Background: an optimization exercise with open tools, aiming at small area, a short achievable clock period and few clock cycles. Do not read the settings as production practice.
Where RTL was checked, it was by simulation tests only, not by an equivalence proof against the original.

quartz:
Design mdu_sequencer, start of the top module:
module mdu_sequencer (
    input  logic        clk,
    input  logic        rst,
    input  logic        startE,
    input  logic        mulOrdivE,
    input  logic        mdIsSignE,
    input  logic [31:0] srcaE,
    input  logic [31:0] srcbE,
    input  logic        flushE,
    input  logic        advE,
    output logic        stallMdE,
    output logic        readyE,
    output logic [31:0] hiE,
    output logic [31:0] loE
);
Settings: LEC_CHECK=0, ABC_AREA=1, CAP_MARGIN=20, CORE_MARGIN=2, CORE_UTILIZATION=50, CTS_BUF_LIST=sky130_fd_sc_hd__clkbuf_4 sky130_fd_sc_hd__clkbuf_8, SLEW_MARGIN=20; clock period 11.0 ns.
standard.sh (not shown) runs the stock make flow with config.mk's settings and CLKGATE_MAP_FILE= SYNTH_SCRIPT=/design/flow/synth_recipe.tcl, a recipe that flattens the netlist after the stock synthesis.
==> flow/flow/run.sh <==
#!/bin/bash
set -euo pipefail
ARGS='BUFFER_PORTS_ARGS=-buffer_cell sky130_fd_sc_hd__buf_1'
MARGIN='SETUP_SLACK_MARGIN=6.1'
sed "s/\"\\\${@:-finish}\"/'$ARGS' $MARGIN \"\${@:-finish}\"/" standard.sh > standard_tuned.sh
grep -q "buffer_cell" standard_tuned.sh
grep -q "SETUP_SLACK_MARGIN=6.1" standard_tuned.sh
bash standard_tuned.sh > flow_standard.log 2>&1
Testbench counts of quartz, summed over its fixed seeds: cycles 66,941.
For indigo, these inputs were changed with respect to quartz:
-- flow/design.v --
<<< quartz, line 127
        l_d     = l_q;
        y_d     = y_q;
        d0_d    = d0_q;
        d1_d    = d1_q;
        last_d  = last_q;
        cnt_d   = cnt_q;
        mcls_d  = mcls_q;
        sgn_d   = sgn_q;
>>> indigo, line 127
        l_d     = l_q;
        y_d     = y_q;
        cnt_d   = cnt_q - 5'd1;
        mcls_d  = mcls_q;
        sgn_d   = sgn_q;
<<< quartz, line 140
        psh   = 'x;
        ne    = sgn_q & l_q[3];
        case (st_q)
            S_IDLE: begin
>>> indigo, line 137
        psh   = 'x;
        ne    = sgn_q & l_q[3];
        d0_d   = booth(l_q[5], l_q[4], l_q[3]);
        d1_d   = booth(l_q[7], l_q[6], l_q[5]);
        if (cnt_q == 5'd1) begin
            d1_d = 3'b000;
            if (mcls_q == 2'd2) d0_d = booth(ne, ne, l_q[3]);
        end
        last_d = (cnt_q == 5'd1);
        case (st_q)
            S_IDLE: begin
<<< quartz, line 163
            end
            S_MUL: begin
                d0_d   = booth(l_q[5], l_q[4], l_q[3]);
                d1_d   = booth(l_q[7], l_q[6], l_q[5]);
                if (cnt_q == 5'd1) begin
                    d1_d = 3'b000;
                    if (mcls_q == 2'd2) d0_d = booth(ne, ne, l_q[3]);
                end
                last_d = (cnt_q == 5'd1);
                if (!last_q) begin
                    h_d = sum[36:4];
                    l_d = {sum[3:0], l_q[31:4]};
                    cnt_d = cnt_q - 5'd1;
                end else begin
                    case (mcls_q)
>>> indigo, line 167
            end
            S_MUL: begin
                if (!last_q) begin
                    h_d = sum[36:4];
                    l_d = {sum[3:0], l_q[31:4]};
                end else begin
                    case (mcls_q)
Notes after the runs:
indigo finished every step from synthesis to the final layout, and the layout passed the timing, DRC and antenna checks. quartz -> indigo: area occupied by multi-input gates decreased by a few percent. For the share of final layout cell area taken by clock buffers and inverters, indigo came in 0.25 points lower than quartz did. indigo ends up with a core box area that is 2.6% lower than in quartz. On final core area utilization, quartz tracks indigo almost exactly. Row count for indigo is lower than for quartz. [compare] base=quartz new=indigo: first-pass GRT wire length now sits lower, number of antenna violations at the first check in global routing climbed 1. Count of buffers from port buffering came out exactly the same in quartz and indigo. Compared with quartz, in indigo area added between synthesis and finish lost 0.35 points; synthesized cell count closely matched the old numbers; largest net degree at the start of global routing moved up. Die area in indigo is about 2.4% below quartz.
Testbench counts of indigo, summed over its fixed seeds: cycles 66,941.

========
the previous run:
mdu_sequencer, a different RTL version from the one above (not shown whole).
Size: roughly 2600 cells after synthesis, ~0.017 sq mm of cells after synthesis.
make LEC_CHECK=0 ABC_AREA=1 CAP_MARGIN=20 CORE_MARGIN=2 CORE_UTILIZATION=40 SETUP_SLACK_MARGIN=5 SLEW_MARGIN=20 finish   # period 11.0 ns
run.sh (not shown) runs the stock make flow with config.mk's settings and CLKGATE_MAP_FILE= SYNTH_SCRIPT=/design/flow/synth_recipe.tcl, a recipe that flattens the netlist after the stock synthesis.
Stock flow here: none of the scripts above is used.
Edits applied to the flow inputs when going from the previous run to the current run:
--- a/flow/design.v
+++ b/flow/design.v
@@ -151,19 +151,19 @@
             cin  = ~bneg_q;
         end else begin
             op_b = 37'd0;
             op_e = 37'd0;
             cin  = 1'b1;
         end
         csa_s = op_a ^ op_b ^ op_e;
         csa_c = {(op_a[35:0] & op_b[35:0]) | (op_a[35:0] & op_e[35:0]) | (op_b[35:0] & op_e[35:0]),
                  m_mul_q & d1_q[2]};
-        sum   = add37(csa_s, csa_c, cin);
+        sum   = csa_s + csa_c + {36'd0, cin};
         fits  = ~sum[36];
     end
     logic [66:0] pfull;
     logic [66:0] psh;
     logic        ne;
     always_comb begin
         st_d    = st_q;
         h_d     = h_q;
         l_d     = l_q;
==> comparison <==
In the reports for the previous run and the current run, the smaller biggest cell delay along the critical path belongs to the current run. Worst slack on hold paths delta for the current run relative to the previous run: 0.022 ns higher. Looking at number of resized instances in the post-cts repair step, the current run sits below the previous run. The current run and the previous run ended up with roughly the same sequential share of layout area. Total non-filler cell area in the finished layout improves in the current run relative to the previous run. | number of rows in the core area | the current run vs the previous run | about 2.6% higher |. Against the previous run, the current run comes in 38 lower on number of inverters outside the clock class in the layout. The previous run → the current run: number of global-route vias before repair rose 913; number of cells traversed by the worst hold path rose 2. Cmp the previous run and the current run / share of the core filled with cells / higher: the previous run. Taking the previous run as the reference, in the current run final period demand of the worst path went down by 0.046 ns, clock skew did not really move.
Function was not checked in any run of this note: the RTL went through the layout flow alone.

-- port drivers added, routing unchanged --
In the flow no input, the clock included, has a driving cell. The finished layouts below were timed again as built, in two steps. Step 1 assumes that a clkbuf_16 drives the clock port and a buf_2 every other input. Step 2 adds t to the input delays and takes it off the output delays; t is the mean of the earliest and latest rising clock arrival at the registers after step 1. Input paths then give back, and output paths get back, about the clock's delay inside the block. Three values: no drivers, after step 1, after step 2; two values: the first two.
run	t, ns	slack for setup (ns)	worst setup path after step 2	slew at the worst register clock pin (ns)	cell pins on the clock port's net
quartz	0.530	6.119 / 6.081 / 5.759	input to register	0.09 / 0.09	1
indigo	0.532	6.121 / 6.084 / 5.763	input to register	0.09 / 0.09	1
the previous run	0.510	5.047 / 5.060 / 4.577	input to register	0.07 / 0.07	1
the current run	0.504	5.093 / 5.121 / 4.617	input to register	0.07 / 0.07	1
After both steps setup and hold are still met in every run listed. For the current run, which loses most, drivers alone change the setup slack by +0.028 ns; drivers and shift together by -0.476 ns.
